Context: an optimization exercise on an open-source flow, tuned for small area and a short achievable clock period. The choices shown serve that exercise and are no tape-out recipe. In this exercise RTL edits were held to simulation tests only and were not proved equivalent to the original. Power is estimated from default activity; no workload was simulated.

Setup of exp/umber:
// de_script_player
module de_script_player #(
  parameter int DEPTH = 16,
  parameter int AW    = 4,
  parameter int DW    = 32,
  parameter int EW    = 50 + 5 * DW
) (
  input  logic          clk_i,
  input  logic          rst_n_i,
  input  logic          tbl_we_i,
  input  logic [AW-1:0] tbl_addr_i,
  input  logic [EW-1:0] tbl_data_i,
  input  logic [AW:0]   prog_len_i,
  input  logic          start_i,
  input  logic          de_v_i,
  input  logic          reg_dep_i,
  input  logic          mem_dep_i,
  input  logic          mr_stall_i,
  input  logic          mw_stall_i,
  output logic          ld_ag_o,
  output logic          ag_vin_o,
  output logic          de_re_o,
  output logic          de_we_o,
  output logic          de_rmsel_o,
  output logic          ro_needed_o,
  output logic          rm_needed_o,
  output logic [1:0]    de_alusel_o,
  output logic [2:0]    de_jmp_o,
  output logic [7:0]    de_modrm_o,
  output logic [15:0]   de_sreg_o,
  output logic [15:0]   de_ptr_o,
  output logic [DW-1:0] de_dval_o,
  output logic [DW-1:0] de_sval_o,
  output logic [DW-1:0] de_disp_o,
  output logic [DW-1:0] de_flags_o,
  output logic [DW-1:0] de_flag_ld_o,
  output logic          busy_o,
  output logic          done_o,
  output logic [15:0]   retired_o
);
Size in the first run: roughly 3600 flip-flops, ~460 I/O pins, about 0.13 mm² of cells after synthesis.
Settings: LEC_CHECK=0, CAP_MARGIN=20, CORE_MARGIN=2, CORE_UTILIZATION=70, CTS_CLUSTER_DIAMETER=60, CTS_CLUSTER_SIZE=25, PLACE_DENSITY=0.8, SETUP_SLACK_MARGIN=2.6, SLEW_MARGIN=20; clock period 5.0 ns.
run.sh (not shown) runs the stock make flow with config.mk's settings and CLKGATE_MAP_FILE= SYNTH_SCRIPT=/design/flow/synth_recipe.tcl, a recipe that flattens the netlist after the stock synthesis.
Changes in exp/juniper relative to exp/umber:
- CTS_CLUSTER_SIZE changed from 25 to 30
- SETUP_SLACK_MARGIN changed from 2.6 to 2.8
- CTS_CLUSTER_DIAMETER changed from 60 to 80
==> flow/flow/run.sh (new file) <==
#!/bin/bash
set -euo pipefail
cd "$(dirname "$0")/.."
export BUFFER_PORTS_ARGS="-buffer_cell sky130_fd_sc_hd__buf_1"
bash standard.sh MATCH_CELL_FOOTPRINT=0 finish > flow_make.log 2>&1
==> flow/standard.sh (new file) <==
#!/bin/bash
# synth_recipe.tcl (not shown) runs the flow's synth.tcl, then flattens the netlist and writes it again
# the make line also repeats each setting of config.mk as NAME=value (left out here)
make -C /OpenROAD-flow-scripts/flow DESIGN_CONFIG=/design/flow/config.mk WORK_HOME=/design/flow/orfs CLKGATE_MAP_FILE= SYNTH_SCRIPT=/design/flow/synth_recipe.tcl "${@:-finish}"
removed: flow/run.sh
Notes after the runs:
The final layouts of exp/umber and exp/juniper pass the timing, DRC and antenna checks.
The filler cell count of exp/juniper exceeds that of exp/umber by 4.7%.
Between exp/umber and exp/juniper, the worst endpoint required time figures differ only marginally.
Summary — fraction of layout instances using a drive strength above 1, exp/juniper relative to exp/umber: lower, by 1.3 points.
exp/juniper vs exp/umber — sequential share of layout area rose 1.6 points.
Re fraction of the cycle the final worst path needs: exp/umber was higher than exp/juniper.
exp/juniper: number of logic stages on the critical path including buffering 1 below exp/umber
--- input diff exp/juniper..exp/garnet ---
- CTS_CLUSTER_DIAMETER: 80 -> 70
- SETUP_SLACK_MARGIN: 2.8 -> 2.6
- CTS_CLUSTER_SIZE: 30 -> 28
Findings:
exp/garnet reached the final stage; the timing, DRC and antenna checks on its layout passed. Looking at exp/garnet and exp/juniper, the multi-input combinational cell area is a wash. Cell area of exp/garnet is on par with exp/juniper. exp/garnet: internal power of the cells about 1.6% above exp/juniper. The higher count of clock buffers in the final design came out of exp/garnet. Via count normalized by instance count, exp/garnet vs exp/juniper: down slightly. The core of exp/garnet is less densely filled than that of exp/juniper. In exp/garnet the number of inserted filler cells in the final layout turned out 1.5% higher than in exp/juniper. Diff exp/juniper..exp/garnet | largest vdd supply drop | negligible. exp/garnet ends up with higher total chip power than exp/juniper does. Relative to exp/juniper, the share of total power in combinational logic of exp/garnet is lower by 0.6 points.

* * *

Setup of red:
The RTL this note starts from:
==> flow/design.v <==
module de_script_player #(
  parameter int DEPTH = 16,
  parameter int AW    = 4,
  parameter int DW    = 32,
  parameter int EW    = 50 + 5 * DW
) (
  input  logic          clk_i,
  input  logic          rst_n_i,
  input  logic          tbl_we_i,
  input  logic [AW-1:0] tbl_addr_i,
  input  logic [EW-1:0] tbl_data_i,
  input  logic [AW:0]   prog_len_i,
  input  logic          start_i,
  input  logic          de_v_i,
  input  logic          reg_dep_i,
  input  logic          mem_dep_i,
  input  logic          mr_stall_i,
  input  logic          mw_stall_i,
  output logic          ld_ag_o,
  output logic          ag_vin_o,
  output logic          de_re_o,
  output logic          de_we_o,
  output logic          de_rmsel_o,
  output logic          ro_needed_o,
  output logic          rm_needed_o,
  output logic [1:0]    de_alusel_o,
  output logic [2:0]    de_jmp_o,
  output logic [7:0]    de_modrm_o,
  output logic [15:0]   de_sreg_o,
  output logic [15:0]   de_ptr_o,
  output logic [DW-1:0] de_dval_o,
  output logic [DW-1:0] de_sval_o,
  output logic [DW-1:0] de_disp_o,
  output logic [DW-1:0] de_flags_o,
  output logic [DW-1:0] de_flag_ld_o,
  output logic          busy_o,
  output logic          done_o,
  output logic [15:0]   retired_o
);
  logic [EW-1:0] tbl_q [DEPTH];
  logic          run_q, run_d;
  logic          done_q, done_d;
  logic [AW:0]   ret_q, ret_d;       
  logic [AW-1:0] lenm1_q, lenm1_d;   
  logic [DEPTH-1:0] lsel_q, lsel_d;
  logic [EW-1:0] entry_q;
  logic [EW-1:0] cand;
  logic          adv;
  logic          load;
  logic          last;
  logic [AW-1:0] lenm1_in;
  always_ff @(posedge clk_i) begin
    if (tbl_we_i) begin
      tbl_q[tbl_addr_i] <= tbl_data_i;
    end
  end
  assign ld_ag_o  = ~(mem_dep_i | mr_stall_i | mw_stall_i);
  assign ag_vin_o = de_v_i & ~reg_dep_i & run_q;
  assign busy_o   = run_q;
  assign done_o   = done_q;
  assign adv      = run_q & ~(~de_v_i | reg_dep_i | mem_dep_i | mr_stall_i | mw_stall_i);
  assign load     = run_q ? ~(~de_v_i | reg_dep_i | mem_dep_i | mr_stall_i | mw_stall_i) : start_i;
  assign last     = (ret_q[AW-1:0] == lenm1_q);
  always_comb begin
    if (prog_len_i == '0)
      lenm1_in = '0;
    else if (prog_len_i[AW])
      lenm1_in = '1;
    else
      lenm1_in = AW'(prog_len_i - 1'b1);
  end
  always_comb begin
    run_d   = run_q;
    done_d  = done_q;
    ret_d   = ret_q;
    lenm1_d = lenm1_q;
    if (!run_q) begin
      if (start_i) begin
        run_d   = 1'b1;
        done_d  = 1'b0;
        ret_d   = '0;
        lenm1_d = lenm1_in;
      end
    end else if (adv) begin
      ret_d = ret_q + 1'b1;
      if (last) begin
        run_d  = 1'b0;
        done_d = 1'b1;
      end
    end
  end
  logic             nxt_last;
  logic [DEPTH-1:0] lsel_sh;
  logic [DEPTH-1:0] lsel_start;
  assign nxt_last   = (AW'(ret_q[AW-1:0] + 1'b1) == lenm1_q);
  assign lsel_sh    = nxt_last ? '0 : {lsel_q[DEPTH-2:0], 1'b0};
  assign lsel_start = {{(DEPTH-2){1'b0}}, (lenm1_in != '0), 1'b0};
  always_comb begin
    if (!run_q)
      lsel_d = start_i ? lsel_start : DEPTH'(1);
    else if (adv)
      lsel_d = last ? DEPTH'(1) : lsel_sh;
    else
      lsel_d = lsel_q;
  end
  always_comb begin
    cand = '0;
    for (int i = 0; i < DEPTH; i++) begin
      cand = cand | (tbl_q[i] & {EW{lsel_q[i]}});
    end
  end
  always_ff @(posedge clk_i or negedge rst_n_i) begin
    if (!rst_n_i) begin
      run_q   <= 1'b0;
      done_q  <= 1'b0;
      ret_q   <= '0;
      lenm1_q <= '0;
      lsel_q  <= DEPTH'(1);
      entry_q <= '0;
    end else begin
      run_q   <= run_d;
      done_q  <= done_d;
      ret_q   <= ret_d;
      lenm1_q <= lenm1_d;
      lsel_q  <= lsel_d;
      if (load) entry_q <= cand;
    end
  end
  assign {de_re_o, de_we_o, de_rmsel_o, de_alusel_o, de_jmp_o, de_modrm_o,
          de_sreg_o, de_ptr_o, de_dval_o, de_sval_o, de_disp_o, de_flags_o,
          de_flag_ld_o, ro_needed_o, rm_needed_o} = entry_q;
  assign retired_o = {{(16-AW-1){1'b0}}, ret_q};
endmodule
==> flow/config.mk <==
export PLATFORM = sky130hd
export DESIGN_NAME = de_script_player
export DESIGN_NICKNAME = de_script_player
export VERILOG_FILES = /design/flow/design.v
export SDC_FILE = /design/flow/constraint.sdc
export NUM_CORES = 4
export LEC_CHECK = 0
export CAP_MARGIN = 20
export CORE_MARGIN = 2
export CORE_UTILIZATION = 70
export CTS_CLUSTER_DIAMETER = 70
export CTS_CLUSTER_SIZE = 28
export PLACE_DENSITY = 0.8
export SETUP_SLACK_MARGIN = 2.3
export SLEW_MARGIN = 20
==> flow/constraint.sdc <==
create_clock -name core_clock -period 5.0 [get_ports {clk_i}]
set_input_delay 1.0000 -clock core_clock [delete_from_list [all_inputs] [get_ports {clk_i}]]
set_output_delay 1.0000 -clock core_clock [all_outputs]
set_load 0.01 [all_outputs]
standard.sh (not shown) runs the stock make flow with config.mk's settings and CLKGATE_MAP_FILE= SYNTH_SCRIPT=/design/flow/synth_recipe.tcl, a recipe that flattens the netlist after the stock synthesis.
==> flow/flow/run.sh <==
#!/bin/bash
set -euo pipefail
cd "$(dirname "$0")/.."
export BUFFER_PORTS_ARGS="-buffer_cell sky130_fd_sc_hd__buf_1"
bash standard.sh MATCH_CELL_FOOTPRINT=0 finish > flow_make.log 2>&1
> inputs changed (red -> blue)
# red
export LEC_CHECK = 0
export CAP_MARGIN = 20
export CORE_MARGIN = 2
export CORE_UTILIZATION = 70
export CTS_CLUSTER_DIAMETER = 70
export CTS_CLUSTER_SIZE = 28
export PLACE_DENSITY = 0.8
export SETUP_SLACK_MARGIN = 2.3
export SLEW_MARGIN = 20
create_clock -name core_clock -period 5.0 [get_ports {clk_i}]
# blue
export LEC_CHECK = 0
export CAP_MARGIN = 20
export CORE_MARGIN = 2
export CORE_UTILIZATION = 70
export CTS_CLUSTER_DIAMETER = 70
export CTS_CLUSTER_SIZE = 28
export PLACE_DENSITY = 0.8
export SETUP_SLACK_MARGIN = 2.8
export SLEW_MARGIN = 20
create_clock -name core_clock -period 5.0 [get_ports {clk_i}]
Results
The final reports for blue and red show count of instances resized after the clock tree is built higher in the former.
Compared with red, post-route cell area in blue increased by a few percent.
Compared with red, blue shows a via count that is about 5% higher.
Having completed the whole flow, blue delivered a layout that passed the timing, DRC and antenna checks.
Between red and blue, the combined flip-flop and latch cell area does not differ in any meaningful way.
Diff red -> blue: proportion of cell area occupied by registers down 2.2 points; clock buffer and inverter area fraction after layout flat.
blue gives less share of total power in the clock network than red did.
[inputs] green vs blue
# blue
export LEC_CHECK = 0
export CAP_MARGIN = 20
export CORE_MARGIN = 2
export CORE_UTILIZATION = 70
export CTS_CLUSTER_DIAMETER = 70
export CTS_CLUSTER_SIZE = 28
export PLACE_DENSITY = 0.8
export SETUP_SLACK_MARGIN = 2.8
export SLEW_MARGIN = 20
create_clock -name core_clock -period 5.0 [get_ports {clk_i}]
# green
export LEC_CHECK = 0
export CAP_MARGIN = 20
export CORE_MARGIN = 2
export CORE_UTILIZATION = 70
export CTS_CLUSTER_DIAMETER = 60
export CTS_CLUSTER_SIZE = 25
export PLACE_DENSITY = 0.8
export SETUP_SLACK_MARGIN = 2.6
export SLEW_MARGIN = 20
create_clock -name core_clock -period 5.0 [get_ports {clk_i}]
==> notes.md <==
green vs. blue: cell count about even, final cell area excluding filler cells did not really move, antenna diode instance count went down 1, power share of the combinational group decreased 0.7 points.
The routed wire length number comes out lower for green vs blue.
Status: leakage dissipation parity (blue, green)
The count of vias placed by the detailed router of green is lower than that of blue.
Diff green..blue | reported max-cap violation count | unchanged
--- input diff green..orange ---
# green
export LEC_CHECK = 0
export CAP_MARGIN = 20
export CORE_MARGIN = 2
export CORE_UTILIZATION = 70
export CTS_CLUSTER_DIAMETER = 60
export CTS_CLUSTER_SIZE = 25
export PLACE_DENSITY = 0.8
export SETUP_SLACK_MARGIN = 2.6
export SLEW_MARGIN = 20
create_clock -name core_clock -period 5.0 [get_ports {clk_i}]
# orange
export LEC_CHECK = 0
export CAP_MARGIN = 20
export CORE_MARGIN = 2
export CORE_UTILIZATION = 70
export CTS_CLUSTER_DIAMETER = 60
export CTS_CLUSTER_SIZE = 25
export PLACE_DENSITY = 0.8
export SETUP_SLACK_MARGIN = 3.0
export SLEW_MARGIN = 20
create_clock -name core_clock -period 5.0 [get_ports {clk_i}]
- orange went all the way through synthesis, placement and routing and the layout is clean on timing, DRC and antenna.
- Number of antenna violations at the first check in global routing delta for orange relative to green: about 40% higher
- orange — total chip power about 2.4% higher, green as reference
- Between green and orange, the flow reports switching power increasing by a little under 10%.
- orange reports a higher final worst setup slack than green does.
- On routed wire length on met3: orange sits above green.
- Compare orange and green | number of filler cells placed in the layout higher: green
### orange -> purple
# orange
export LEC_CHECK = 0
export CAP_MARGIN = 20
export CORE_MARGIN = 2
export CORE_UTILIZATION = 70
export CTS_CLUSTER_DIAMETER = 60
export CTS_CLUSTER_SIZE = 25
export PLACE_DENSITY = 0.8
export SETUP_SLACK_MARGIN = 3.0
export SLEW_MARGIN = 20
create_clock -name core_clock -period 5.0 [get_ports {clk_i}]
# purple
export LEC_CHECK = 0
export CAP_MARGIN = 20
export CORE_MARGIN = 2
export CORE_UTILIZATION = 70
export CTS_CLUSTER_DIAMETER = 60
export CTS_CLUSTER_SIZE = 25
export PLACE_DENSITY = 0.8
export SETUP_SLACK_MARGIN = 2.3
export SLEW_MARGIN = 20
create_clock -name core_clock -period 5.0 [get_ports {clk_i}]
Going from orange to purple, part of the total power dissipated in combinational logic shrinks by 3.4 points. Comparing the two runs side by side, purple comes out behind orange on relative slew slack. As far as number of placed I/O pins goes, purple and orange are indistinguishable; the numbers are identical. Sort orange and purple by wire length of the first global-routing pass, descending, and orange comes first. Via count was lower in the run labelled purple. Against orange, the final cell area of purple is lower. Diff orange -> purple: worst-case setup margin in the final layout -0.045 ns; total of fill cells in the finished design now larger; routed wire length fell about 20%.

==> re-timing with driven ports <==
How much do the figures lean on ideal ports? The routed layouts below were timed once more, with nothing changed but the port constraints. Step 1 assumes that a clkbuf_16 drives the clock port and a buf_2 every other input. Step 2 moves the port delays by t, midway between the first and last clock arrival at a register: inputs arrive t later, outputs are due t later. That takes back most of the time a late clock gives input paths. Slacks: ideal / step 1 / step 2; pairs: ideal / step 1.
run	t, ns	setup slack, ns	hold WS [ns]	clock arrival spread, ns
exp/umber	0.946	2.274 / 2.184 / 1.703	0.087 / 0.046 / 0.505	0.048 / 0.048
exp/juniper	0.943	2.403 / 2.310 / 1.793	0.068 / 0.000 / 0.503	0.055 / 0.055
exp/garnet	0.956	2.398 / 2.301 / 1.553	0.058 / -0.013 / 0.512	0.064 / 0.063
red	0.936	2.289 / 2.232 / 1.393	0.077 / 0.008 / 0.498	0.047 / 0.047
blue	0.950	2.356 / 2.259 / 1.805	0.065 / -0.007 / 0.515	0.056 / 0.056
green	0.954	2.329 / 2.236 / 1.576	0.065 / -0.004 / 0.505	0.045 / 0.045
orange	0.986	2.347 / 2.252 / 1.865	0.037 / -0.033 / 0.510	0.065 / 0.065
purple	0.949	2.302 / 2.228 / 1.374	0.058 / -0.011 / 0.496	0.048 / 0.048
After both steps every run listed still meets setup and hold. For purple, which loses most, drivers alone change the setup slack by -0.074 ns; drivers and shift together by -0.928 ns.
